This design comes from an exercise in tuning for small area and a short achievable clock period on the open sky130 flow, not from production work. The RTL was checked by simulation tests, not by an equivalence proof against the original design. Power is estimated from default activity; no workload was simulated.

==> design.v <==
`default_nettype none
module tile_writeback #(
  parameter int TILE_SIZE   = 16,
  parameter int DATA_WIDTH  = 32,
  parameter int FRAC_BITS   = 16,
  parameter int COORD_WIDTH = 16
) (
  input  logic                   clk,
  input  logic                   rst,
  input  logic                   in_valid,
  output logic                   in_ready,
  input  logic [DATA_WIDTH-1:0]  in_data,
  input  logic                   in_last,
  input  logic [COORD_WIDTH-1:0] tile_x,
  input  logic [COORD_WIDTH-1:0] tile_y,
  output logic                   out_valid,
  input  logic                   out_ready,
  output logic [7:0]             out_pixel,
  output logic [COORD_WIDTH-1:0] out_x,
  output logic [COORD_WIDTH-1:0] out_y,
  output logic                   out_last,
  output logic                   short_tile
);
  localparam int R = 16;    
  localparam int L = 16;    
  typedef enum logic [1:0] {
    BANK_EMPTY    = 2'd0,
    BANK_FILLING  = 2'd1,
    BANK_FULL     = 2'd2,
    BANK_DRAINING = 2'd3
  } bank_state_e;
  bank_state_e            bank_st_q  [2];
  logic [7:0]             bank_li_q  [2];    
  logic [3:0]             bank_al_q  [2];    
  logic [COORD_WIDTH-1:0] bank_x_q   [2];
  logic [COORD_WIDTH-1:0] bank_y_q   [2];
  logic       wp_q;
  logic [7:0] wr_idx_q;
  logic       short_q;
  logic             rp_q;
  logic             drain_q;
  logic [7:0]       rd_idx_q;
  logic             out_valid_q;
  logic [7:0]       out_pixel_q;
  logic [COORD_WIDTH-1:0] out_x_q;
  logic [COORD_WIDTH-1:0] out_y_q;
  logic             out_last_q;
  logic       w_neg;
  logic       w_sat;
  logic [7:0] w_qpix;
  assign w_neg  = in_data[DATA_WIDTH-1];
  assign w_sat  = |in_data[DATA_WIDTH-2:FRAC_BITS];
  assign w_qpix = w_neg ? 8'h00 : (w_sat ? 8'hFF : in_data[FRAC_BITS-1 -: 8]);
  logic w_accept;
  logic w_close;
  assign in_ready = ~bank_st_q[wp_q][1];
  assign w_accept = in_valid && in_ready;
  assign w_close  = w_accept && (in_last || (wr_idx_q == 8'hFF));
  logic       w_hs;
  logic       w_ld;
  logic       w_free;
  logic       w_ld_bank;
  logic [7:0] w_ld_idx;
  logic       w_ld_last;
  logic [7:0] w_ld_pix;
  always_comb begin
    w_hs      = out_valid_q && out_ready;
    w_ld      = 1'b0;
    w_free    = 1'b0;
    w_ld_bank = rp_q;
    w_ld_idx  = '0;
    if (!drain_q) begin
      if (bank_st_q[rp_q] == BANK_FULL) w_ld = 1'b1;
    end else if (w_hs) begin
      if (out_last_q) begin
        w_free    = 1'b1;
        w_ld_bank = ~rp_q;
        if (bank_st_q[~rp_q] == BANK_FULL) w_ld = 1'b1;
      end else begin
        w_ld     = 1'b1;
        w_ld_idx = rd_idx_q + 1'b1;
      end
    end
  end
  assign w_ld_last = (w_ld_idx == bank_li_q[w_ld_bank]);
  logic [7:0] head [2][R];
  logic [7:0] r0pix [2];
  for (genvar b = 0; b < 2; b++) begin : g_bank
    logic [3:0] rpos;
    assign rpos = (bank_li_q[b][7:4] == 4'd0) ? ~bank_li_q[b][3:0] : 4'd0;
    for (genvar r = 0; r < R; r++) begin : g_row
      logic [7:0] p [L];
      logic       en;
      assign en = (w_accept && (wp_q == b) && (wr_idx_q[7:4] == r)) ||
                  (w_ld && (w_ld_bank == b) && (w_ld_idx[7:4] == r)) ||
                  ((bank_al_q[b] != 4'hF) && (bank_li_q[b][7:4] == r));
      always_ff @(posedge clk) begin
        if (en) begin
          for (int j = 0; j < L-1; j++) p[j] <= p[j+1];
          p[L-1] <= w_qpix;
        end
      end
      assign head[b][r] = p[0];
      if (r == 0) begin : g_r0
        assign r0pix[b] = p[rpos];
      end
    end
  end
  assign w_ld_pix = (w_ld_idx[7:4] == 4'd0) ? r0pix[w_ld_bank] : head[w_ld_bank][w_ld_idx[7:4]];
  always_ff @(posedge clk) begin
    if (rst) begin
      bank_st_q[0]  <= BANK_EMPTY;
      bank_st_q[1]  <= BANK_EMPTY;
      bank_li_q[0]  <= '0;
      bank_li_q[1]  <= '0;
      bank_al_q[0]  <= 4'hF;
      bank_al_q[1]  <= 4'hF;
      bank_x_q[0]   <= '0;
      bank_x_q[1]   <= '0;
      bank_y_q[0]   <= '0;
      bank_y_q[1]   <= '0;
      wp_q          <= 1'b0;
      wr_idx_q      <= '0;
      short_q       <= 1'b0;
      rp_q          <= 1'b0;
      drain_q       <= 1'b0;
      rd_idx_q      <= '0;
      out_valid_q   <= 1'b0;
      out_pixel_q   <= 8'h00;
      out_x_q       <= '0;
      out_y_q       <= '0;
      out_last_q    <= 1'b0;
    end else begin
      for (int b = 0; b < 2; b++) begin
        if (bank_al_q[b] != 4'hF) bank_al_q[b] <= bank_al_q[b] + 1'b1;
      end
      if (w_accept) begin
        if (bank_st_q[wp_q] == BANK_EMPTY) begin
          bank_x_q[wp_q]  <= tile_x;
          bank_y_q[wp_q]  <= tile_y;
          bank_st_q[wp_q] <= BANK_FILLING;
        end
        if (w_close) begin
          bank_li_q[wp_q]  <= wr_idx_q;
          bank_al_q[wp_q]  <= (wr_idx_q[7:4] == 4'd0) ? 4'hF : wr_idx_q[3:0];
          bank_st_q[wp_q]  <= BANK_FULL;
          wp_q             <= ~wp_q;
          wr_idx_q         <= '0;
          if (in_last && (wr_idx_q != 8'hFF)) short_q <= 1'b1;
        end else begin
          wr_idx_q <= wr_idx_q + 1'b1;
        end
      end
      if (w_free) begin
        bank_st_q[rp_q] <= BANK_EMPTY;
        rp_q            <= ~rp_q;
      end
      if (w_ld) begin
        bank_st_q[w_ld_bank] <= BANK_DRAINING;
        drain_q     <= 1'b1;
        rd_idx_q    <= w_ld_idx;
        out_valid_q <= 1'b1;
        out_pixel_q <= w_ld_pix;
        out_x_q     <= bank_x_q[w_ld_bank] + COORD_WIDTH'(w_ld_idx[3:0]);
        out_y_q     <= bank_y_q[w_ld_bank] + COORD_WIDTH'(w_ld_idx[7:4]);
        out_last_q  <= w_ld_last;
      end else if (w_free) begin
        drain_q     <= 1'b0;
        out_valid_q <= 1'b0;
        out_last_q  <= 1'b0;
      end
    end
  end
  assign out_valid  = out_valid_q;
  assign out_pixel  = out_pixel_q;
  assign out_x      = out_x_q;
  assign out_y      = out_y_q;
  assign out_last   = out_last_q;
  assign short_tile = short_q;
endmodule
`default_nettype wire
==> run.sh <==
#!/bin/bash
# synth_recipe.tcl (not shown) runs the flow's synth.tcl, then flattens the netlist and writes it again
# the make line also repeats each setting of config.mk as NAME=value (left out here)
make -C /OpenROAD-flow-scripts/flow DESIGN_CONFIG=/design/flow/config.mk WORK_HOME=/design/flow/orfs CLKGATE_MAP_FILE= SYNTH_SCRIPT=/design/flow/synth_recipe.tcl finish
==> config.mk <==
export PLATFORM = sky130hd
export DESIGN_NAME = tile_writeback
export DESIGN_NICKNAME = tile_writeback
export VERILOG_FILES = /design/flow/design.v
export SDC_FILE = /design/flow/constraint.sdc
export NUM_CORES = 4
export LEC_CHECK = 0
export CAP_MARGIN = 20
export CORE_MARGIN = 2
export CORE_UTILIZATION = 40
export SLEW_MARGIN = 20
==> constraint.sdc <==
create_clock -name core_clock -period 8.0 [get_ports {clk}]
set_input_delay 1.6000 -clock core_clock [delete_from_list [all_inputs] [get_ports {clk}]]
set_output_delay 1.6000 -clock core_clock [all_outputs]
set_load 0.01 [all_outputs]
==> impl_metrics.csv <==
group,metric,value,unit
finish,fillers,27600,
critical_path,max_stage_delay,0.89,ns
critical_path,crit_type,"primary input to flip-flop",
detailed_routing,dr_total_vias,52367,
floorplanning,core_region_area,339000,um^2
timing,rsz0062_at_grt,"no",
critical_path,critPathBufInv,4,
logic_synthesis,synth_cells,5658,
power,p_total,46.3,mW
cts,cts.sinks,4251,
floorplanning,ios,113,
logic_synthesis,synth.net_count,5739,
timing,fin_crit_sh,68.2,%
power,vdd_ir_drop_max,0.201,mV
critical_path,worstPathRequired,8.53,ns
logic_synthesis,yosys.area_share.simple,2.53,%
logic_synthesis,synth.most_common_cell,"edfxtp_1",
finish,final_util,46.2,%
power,power.share.clock,39.1,%
timing,tightest_slew,1.14,ns
logic_synthesis,async_flop_share,0,%
critical_path,path_cells,"clkdlybuf4s50_1 -> nand3_4 -> o21ai_0 -> o31a_1 -> and3_1 -> inv_1 -> o221ai_4 -> buf_4 -> buf_4",
flow_run,cap_violations,0,
logic_synthesis,synth_fa_ha_area_share,0.116,%
timing,finalWorstPathRequiredPeriod,5.46,ns
global_routing,grt_pass1_wl,343,mm
timing,slew_viol_final,0,
detailed_routing,viasPerCell,4.76,
logic_synthesis,netlist_area,136000,um^2
timing,maxSlewHeadroom,23.3,%
logic_synthesis,synth.distinct_cells,88,
cts,cts_resized,0,
critical_path,crit_family,"buffers and inverters",
logic_synthesis,synth_area_leaders,"edfxtp_1, dfxtp_1, nand2_1, and2_1, mux2i_1",
critical_path,slowest_stage,"buf_4",
cts,hold_buffers,0,
global_routing,grt_pass1_vias,51441,
finish,seq_area,127000,um^2
detailed_routing,drtIter0Drc,5629,
floorplanning,start_util,40.1,%
logic_synthesis,synth_common_cells,"edfxtp_1, nand2_1, nor2_1",
placed_design,post-dp-hpwl,134,mm
power,swShare,20.8,%
global_routing,globalRouteOverflowTotal,0,
floorplanning,die_width,587,um
critical_path,arrival,5.99,ns
timing,tns,0,ns
power,powerDensity,296,nW/um^2
detailed_routing,ant_nets,0,
floorplanning,die_area,344000,um^2
run_status,outcome,"timing/DRC/antenna clean",
global_routing,grt_use_total,13.3,%
detailed_routing,wl_per_cell,21.3,um
placed_design,dp.cells,10272,
logic_synthesis,yosysTopAreaCell,"edfxtp_1",
finish,multi_input_area,8960,um^2
timing,max_freq,183,MHz
global_routing,antenna_found_initial,25,
power,leakagePower,48.5,nW
global_routing,grt_max_degree,129,
logic_synthesis,syn_avg_cell_area,24.0,um^2
cts,htreeDepth,5,
logic_synthesis,synth_top_family_by_area,"compound AO/OA/AOI/OAI gates",
critical_path,cp-end-kind,"flip-flop",
power,netSwitchingPower,9.64,mW
logic_synthesis,synth_mux_area_share,0.637,%
finish,area_growth,15.3,%
logic_synthesis,ys.flop_type,"edfxtp_1",
logic_synthesis,synth_compound_area_share,2.53,%
cts,cts_max_path_buffers,4,
finish,drive_above_1_share,11.6,%
timing,setup-violations-final,0,
cts,cts_tree,"done",
detailed_routing,wl,234,mm
floorplanning,fp-row-count,214,
logic_synthesis,synth_xor_area_share,0.305,%
critical_path,crit_top_cell,"buf_4",
timing,whs,0.364,ns
finish,layout.cells.non_filler,11008,
cts,clk_latency,0.94,ns
timing,skew,0.0831,ns
detailed_routing,drt_first_pass_iters,6,
floorplanning,die_y,587,um
cts,cts_setup_buffers,0,
hold_path,hold_class,"flip-flop to flip-flop",
cts,cts_buffers,399,
critical_path,cp-start-kind,"primary input",
logic_synthesis,ys_ff_latch,4251,
logic_synthesis,yosysWarnings,35,
logic_synthesis,synth_edf_count,4184,
finish,fin_nets,6219,
placed_design,gp_congestion,0.852,
logic_synthesis,ys_seq_area_share,93.4,%
placed_design,numPortBuffers,104,
logic_synthesis,netlist.area_leader.share,92.4,%
cts,cts-root-buf,"clkbuf_16",
timing,finalHoldViolations,0,
power,power_frac_seq,57.1,%
detailed_routing,drc,0,
power,intPower,36.7,mW
cts,clkTransAtPathRegs,0.06,ns
power,combPwrFrac,3.8,%
critical_path,worst-path-max-fanout,86,
## placed cells by master, fill, tap and decap left out, types with 12 or more instances in the layout
cell type and count:
a211oi_1 21, a21oi_1 71, a221oi_1 18, a22o_1 29
a22oi_1 58, a31oi_1 26, a32oi_1 37, and2_1 89
and3_1 14, and4_1 12, buf_12 27, buf_4 71
bufinv_16 31, clkbuf_1 91, clkbuf_16 402, clkdlybuf4s50_1 103
clkinv_1 92, clkinv_16 16, clkinv_2 67, dfxtp_1 67
edfxtp_1 4184, inv_1 27, mux2_2 18, mux2i_1 55
nand2_1 157, nand2b_1 12, nand3_1 72, nand3b_1 12
nand4_1 32, nor2_1 102, nor3_1 37, nor4_1 22
o211ai_1 12, o21ai_0 50, o221ai_4 28, o22ai_1 13
xnor2_1 28, xor2_1 13
## metal layers
layer  share of wire, %  track usage, %  routed length (um)
met1                 45            19.2              105000
met2                 46            20.2              107000
met3                6.0            2.48               14000
met4                3.6            5.10                8410
met5              0.016               0                  37
## worst reg2reg max path: cells and delay by family, from the launching register on
family / cells / cell delay, ns
buffers and inverters: 2 / 0.93
AND/OR/NAND/NOR: 4 / 2.21
adder cells (fa/ha/maj): 1 / 0.57
AO/OA/AOI/OAI: 2 / 0.36
flip-flops: 1 / 0.57
## kinds of logic after synthesis
| group | Yosys count |
|---|---|
| AOI/OAI and AO/OA | 466 |
| adders and majority gates | 12 |
| xor gates and xnor gates | 43 |
| DFF | 4251 |
| and+or+nand+nor | 650 |
| muxes | 78 |
| buffers and inverters | 158 |
## path summary, 6_finish.rpt
path / start / to / slack, ns / depth (start not counted)
worst max-delay path: out_ready / g_bank[0].g_row[12].p[9][6] / 2.54 / 9
worst min-delay path: g_bank[1].g_row[1].p[15][5] / g_bank[1].g_row[1].p[14][5] / 0.36 / 0
worst max register to register: rd_idx_q[0] / g_bank[0].g_row[8].p[9][5] / 2.96 / 9
worst min register to register: g_bank[1].g_row[1].p[15][5] / g_bank[1].g_row[1].p[14][5] / 0.36 / 0
## flip-flops by register name (all words and copies together), names as in the netlist, 4 cells and up, named ones only
signal and flops:
rd_idx_q 8, wr_idx_q 8, bank_al_q 8, out_x_q 16
bank_st_q 4, out_pixel_q 8, bank_li_q 16, out_y_q 16
bank_x_q 32, bank_y_q 32, g_bank.g_row.p 4096
## power groups by stage
| stage | logic (mW) | registers (mW) | clock network (mW) |
|---|---|---|---|
| 5_1_grt | 1.92 | 26.6 | 19.6 |
| 4_1_cts | 1.80 | 26.5 | 18.7 |
| 3_3_place_gp | 1.76 | 26.9 | 0 |
| 3_5_place_dp | 1.79 | 26.9 | 0 |
| 2_1_floorplan | 0.966 | 26.9 | 0 |
| 6_report | 1.75 | 26.5 | 18.1 |
## stage by stage
| step | setup slack (ns) | instance area [um^2] |
|---|---|---|
| 6_report | 2.54 | 157000 |
| 5_1_grt | 2.40 | 157000 |
| 4_1_cts | 2.73 | 157000 |
| 3_5_place_dp | 1.72 | 144000 |
| 3_3_place_gp | 1.88 | 144000 |
| 2_1_floorplan | -1.26 | 136000 |
## cell type report
| class | count | share of cell area (%) |
|---|---|---|
| diodes | 9 | 0.0144 |
| clock buffers | 494 | 6.65 |
| clock inverters | 232 | 1.50 |
| inverters | 30 | 0.0735 |
| multi-input cells | 1249 | 5.72 |
| flip-flops and latches | 4251 | 81.0 |
| well taps | 4536 | 3.62 |
| repair buffers | 207 | 1.40 |

==> port drivers added, routing unchanged <==
How much do the figures lean on ideal ports? The routed layout below was timed once more, with nothing changed but the port constraints. Step 1: set_driving_cell puts a clkbuf_16 on clk and a buf_2 on each other input, an assumption about the parent block. Step 2 moves the port delays by t, midway between the first and last clock arrival at a register: inputs arrive t later, outputs are due t later. That takes back most of the time a late clock gives input paths. a / b / c = no drivers / after step 1 / after step 2; a / b = the first two.
t (ns): 1.016
setup WS [ns]: 2.540 / 2.521 / 1.505
worst hold slack (ns): 0.364 / 0.364 / 0.364
slew at the worst register clock pin (ns): 0.07 / 0.07
pins driven straight from the clock port: 1
After both steps setup and hold are still met in this run. The setup slack of this run moves by -0.019 ns with the drivers and by -1.035 ns with both steps.
